Context: an optimization exercise on an open-source flow, tuned for small area. The choices shown serve that exercise and are no tape-out recipe. The RTL was checked by simulation tests, not by an equivalence proof against the original design. Power and IR drop assume default switching activity.

==> inputs of 07-05 <==
==> flow/design.v (excerpt) <==
module taint_alu_array #(
    parameter int LANES     = taint_pkg::DEF_LANES,
    parameter int WIDTH     = taint_pkg::DEF_WIDTH,
    parameter int ADDR_BITS = taint_pkg::DEF_ADDR_BITS
) (
    input  wire                      pos_clk,
    input  wire                      pos_arst,
    input  wire                      in_valid,
    input  wire                      in_valid_taint,
    input  wire [2:0]                op,
    input  wire [LANES*WIDTH-1:0]    a_data,
    input  wire [LANES*WIDTH-1:0]    a_taint,
    input  wire [LANES*WIDTH-1:0]    b_data,
    input  wire [LANES*WIDTH-1:0]    b_taint,
    input  wire [ADDR_BITS-1:0]      wr_addr,
    input  wire [ADDR_BITS-1:0]      wr_addr_taint,
    input  wire [ADDR_BITS-1:0]      rd_addr,
    input  wire [ADDR_BITS-1:0]      rd_addr_taint,
    output wire                      out_valid,
    output wire [LANES*WIDTH-1:0]    res_data,
    output wire [LANES*WIDTH-1:0]    res_taint,
    output wire [LANES*WIDTH-1:0]    rd_taint,
    output wire [ADDR_BITS:0]        taint_count
);
    wire                 st_valid;
    wire                 st_valid_taint;
    wire [ADDR_BITS-1:0] st_addr;
    wire                 st_addr_taint;
    logic                res_valid;
    operand_dispatch #(
        .ADDR_BITS (ADDR_BITS)
    ) i_operand_dispatch (
        .pos_clk        (pos_clk),
        .pos_arst       (pos_arst),
        .in_valid       (in_valid),
        .in_valid_taint (in_valid_taint),
        .wr_addr        (wr_addr),
        .wr_addr_taint  (wr_addr_taint),
        .st_valid       (st_valid),
        .st_valid_taint (st_valid_taint),
        .st_addr        (st_addr),
        .st_addr_taint  (st_addr_taint)
    );
    for (genvar g = 0; g < LANES; g++) begin : g_lane
        taint_lane #(.WIDTH(WIDTH)) i_taint_lane (
            .pos_clk        (pos_clk),
            .pos_arst       (pos_arst),
            .in_op          (op),
            .in_a           (a_data[g*WIDTH +: WIDTH]),
            .in_a_taint     (a_taint[g*WIDTH +: WIDTH]),
  ...
==> module taint_table, before the edit <==
module taint_table #(
    parameter int LANES     = 4,
    parameter int WIDTH     = 8,
    parameter int ADDR_BITS = 3
) (
    input  wire                      pos_clk,
    input  wire                      pos_arst,
    input  wire                      wr_valid,
    input  wire  [ADDR_BITS-1:0]     st_addr,
    input  wire                      st_addr_taint,
    input  wire  [LANES*WIDTH-1:0]   row_taint,
    input  wire  [ADDR_BITS-1:0]     rd_addr,
    input  wire  [ADDR_BITS-1:0]     rd_addr_taint,
    output logic [LANES*WIDTH-1:0]   rd_taint,
    output logic [ADDR_BITS:0]       taint_count
);
    localparam int ROW_BITS = LANES * WIDTH;
    localparam int ROWS     = 2 ** ADDR_BITS;
    logic [ROW_BITS-1:0]  rows [ROWS];
    logic [ROWS-1:0]      nz;
    logic [ADDR_BITS-1:0] wr_addr_q;
    logic                 wr_addr_taint_q;
    logic [ROW_BITS-1:0]  wr_row;
    always_ff @(posedge pos_clk) begin
        wr_addr_q       <= st_addr;
        wr_addr_taint_q <= st_addr_taint;
    end
    assign wr_row = wr_addr_taint_q ? {ROW_BITS{1'b1}} : row_taint;
    always_ff @(posedge pos_clk, posedge pos_arst) begin
        if (pos_arst) begin
            nz <= '0;
        end else if (wr_valid) begin
            nz[wr_addr_q] <= |wr_row;
        end
    end
    always_ff @(posedge pos_clk) begin
        if (wr_valid) begin
            rows[wr_addr_q] <= wr_row;
        end
    end
    always_comb begin
        taint_count = '0;
        for (int i = 0; i < ROWS; i++) begin
            taint_count = taint_count + nz[i];
        end
    end
    assign rd_taint = (|rd_addr_taint) ? {ROW_BITS{1'b1}}
                    : (nz[rd_addr] ? rows[rd_addr] : '0);
endmodule
make LEC_CHECK=0 CAP_MARGIN=20 CORE_MARGIN=2 CORE_UTILIZATION=40 SLEW_MARGIN=20 finish   # period 6.0 ns
run.sh (not shown) runs the stock make flow with config.mk's settings and CLKGATE_MAP_FILE= SYNTH_SCRIPT=/design/flow/synth_recipe.tcl, a recipe that flattens the netlist after the stock synthesis.
==> 11-19: changes against 07-05 <==
--- a/flow/design.v
+++ b/flow/design.v
@@ -181,8 +181,12 @@
     localparam int ROWS     = 2 ** ADDR_BITS;
     logic [ROW_BITS-1:0]  rows [ROWS];
+    logic [ROW_BITS-1:0]  rows_d [ROWS];
     logic [ROWS-1:0]      nz;
+    logic [ROWS-1:0]      we;
+    logic [ROWS-1:0]      rd_sel;
     logic [ADDR_BITS-1:0] wr_addr_q;
     logic                 wr_addr_taint_q;
     logic [ROW_BITS-1:0]  wr_row;
+    logic                 rd_poison;
     always_ff @(posedge pos_clk) begin
         wr_addr_q       <= st_addr;
@@ -190,15 +194,18 @@
     end
     assign wr_row = wr_addr_taint_q ? {ROW_BITS{1'b1}} : row_taint;
-    always_ff @(posedge pos_clk, posedge pos_arst) begin
-        if (pos_arst) begin
-            nz <= '0;
-        end else if (wr_valid) begin
-            nz[wr_addr_q] <= |wr_row;
+    for (genvar r = 0; r < ROWS; r++) begin : g_row
+        assign we[r] = wr_valid && (wr_addr_q == r);
+        assign rows_d[r] = we[r] ? wr_row : rows[r];
+        always_ff @(posedge pos_clk) begin
+            rows[r] <= rows_d[r];
         end
-    end
-    always_ff @(posedge pos_clk) begin
-        if (wr_valid) begin
-            rows[wr_addr_q] <= wr_row;
+        always_ff @(posedge pos_clk, posedge pos_arst) begin
+            if (pos_arst) begin
+                nz[r] <= 1'b0;
+            end else if (we[r]) begin
+                nz[r] <= |wr_row;
+            end
         end
+        assign rd_sel[r] = nz[r] && (rd_addr == r);
     end
     always_comb begin
@@ -208,6 +215,11 @@
         end
     end
-    assign rd_taint = (|rd_addr_taint) ? {ROW_BITS{1'b1}}
-                    : (nz[rd_addr] ? rows[rd_addr] : '0);
+    assign rd_poison = |rd_addr_taint;
+    always_comb begin
+        rd_taint = {ROW_BITS{rd_poison}};
+        for (int i = 0; i < ROWS; i++) begin
+            rd_taint = rd_taint | ({ROW_BITS{rd_sel[i]}} & rows[i]);
+        end
+    end
 endmodule
 `default_nettype wire
- CORE_UTILIZATION: 40 -> 70
- CTS_BUF_LIST: unset -> sky130_fd_sc_hd__clkbuf_4 sky130_fd_sc_hd__clkbuf_8
==> metrics.csv <==
metric,value,unit
row count,132,
Buf/Inv on CP,5,
multi-input combinational area share,0.463,
fillcell total,12016,
critical path class,reg -> out,
Clk. pwr,5.00,mW
Non-Clock Buffer Count,630,
Seq pwr share,0.411,
Seq cells,787,
status,no timing/DRC/antenna violations,
Non-clk invs,200,
total combinational power,4.52,mW
(the above is from 07-05)
==> metrics.csv <==
metric,value,unit
status,did not finish,
Halt Stage,5_1_grt,
Log Error,[ERROR GRT-0232] Routing congestion too high. Check the congestion heatmap in the GUI.,
Congestion Overflow GR,145,
initial antenna violation count,66,
sequential element share of the synthesized area,0.432,
post-synthesis cell type count,91,
Synth Cell Area,0.0499,sq mm
M3 GR Usage,0.666,
H-Tree Depth,3,
Post-CTS Setup Inserts,0,
worst endpoint type,register data pin,
asr flop ratio synth,0.177,
pin count of the biggest net entering global routing,194,
M2 GR Usage,0.917,
clock sinks,787,
GRT busiest layer,met2,
row count,97,
(the above is from 11-19)

## what the ideal ports hide
The results above use ideal ports. As a check the final layout listed here was re-extracted and re-timed, cells and wires unchanged.
Step 1, drivers: a clkbuf_16 drives pos_clk and a buf_2 each remaining input, both assumed.
Step 2 moves the port delays by t, midway between the first and last clock arrival at a register: inputs arrive t later, outputs are due t later. That takes back most of the time a late clock gives input paths.
Three values: ideal ports, drivers, drivers and shift; two values: the first two.
run: 07-05
t, ns: 0.706
slack for setup (ns): 0.997 / 0.923 / 0.434
worst setup path after step 2: input to register
worst register clock-pin slew, ns: 0.08 / 0.08
After both steps setup and hold are still met in 07-05. The setup slack of 07-05 moves by -0.074 ns with the drivers and by -0.563 ns with both steps.
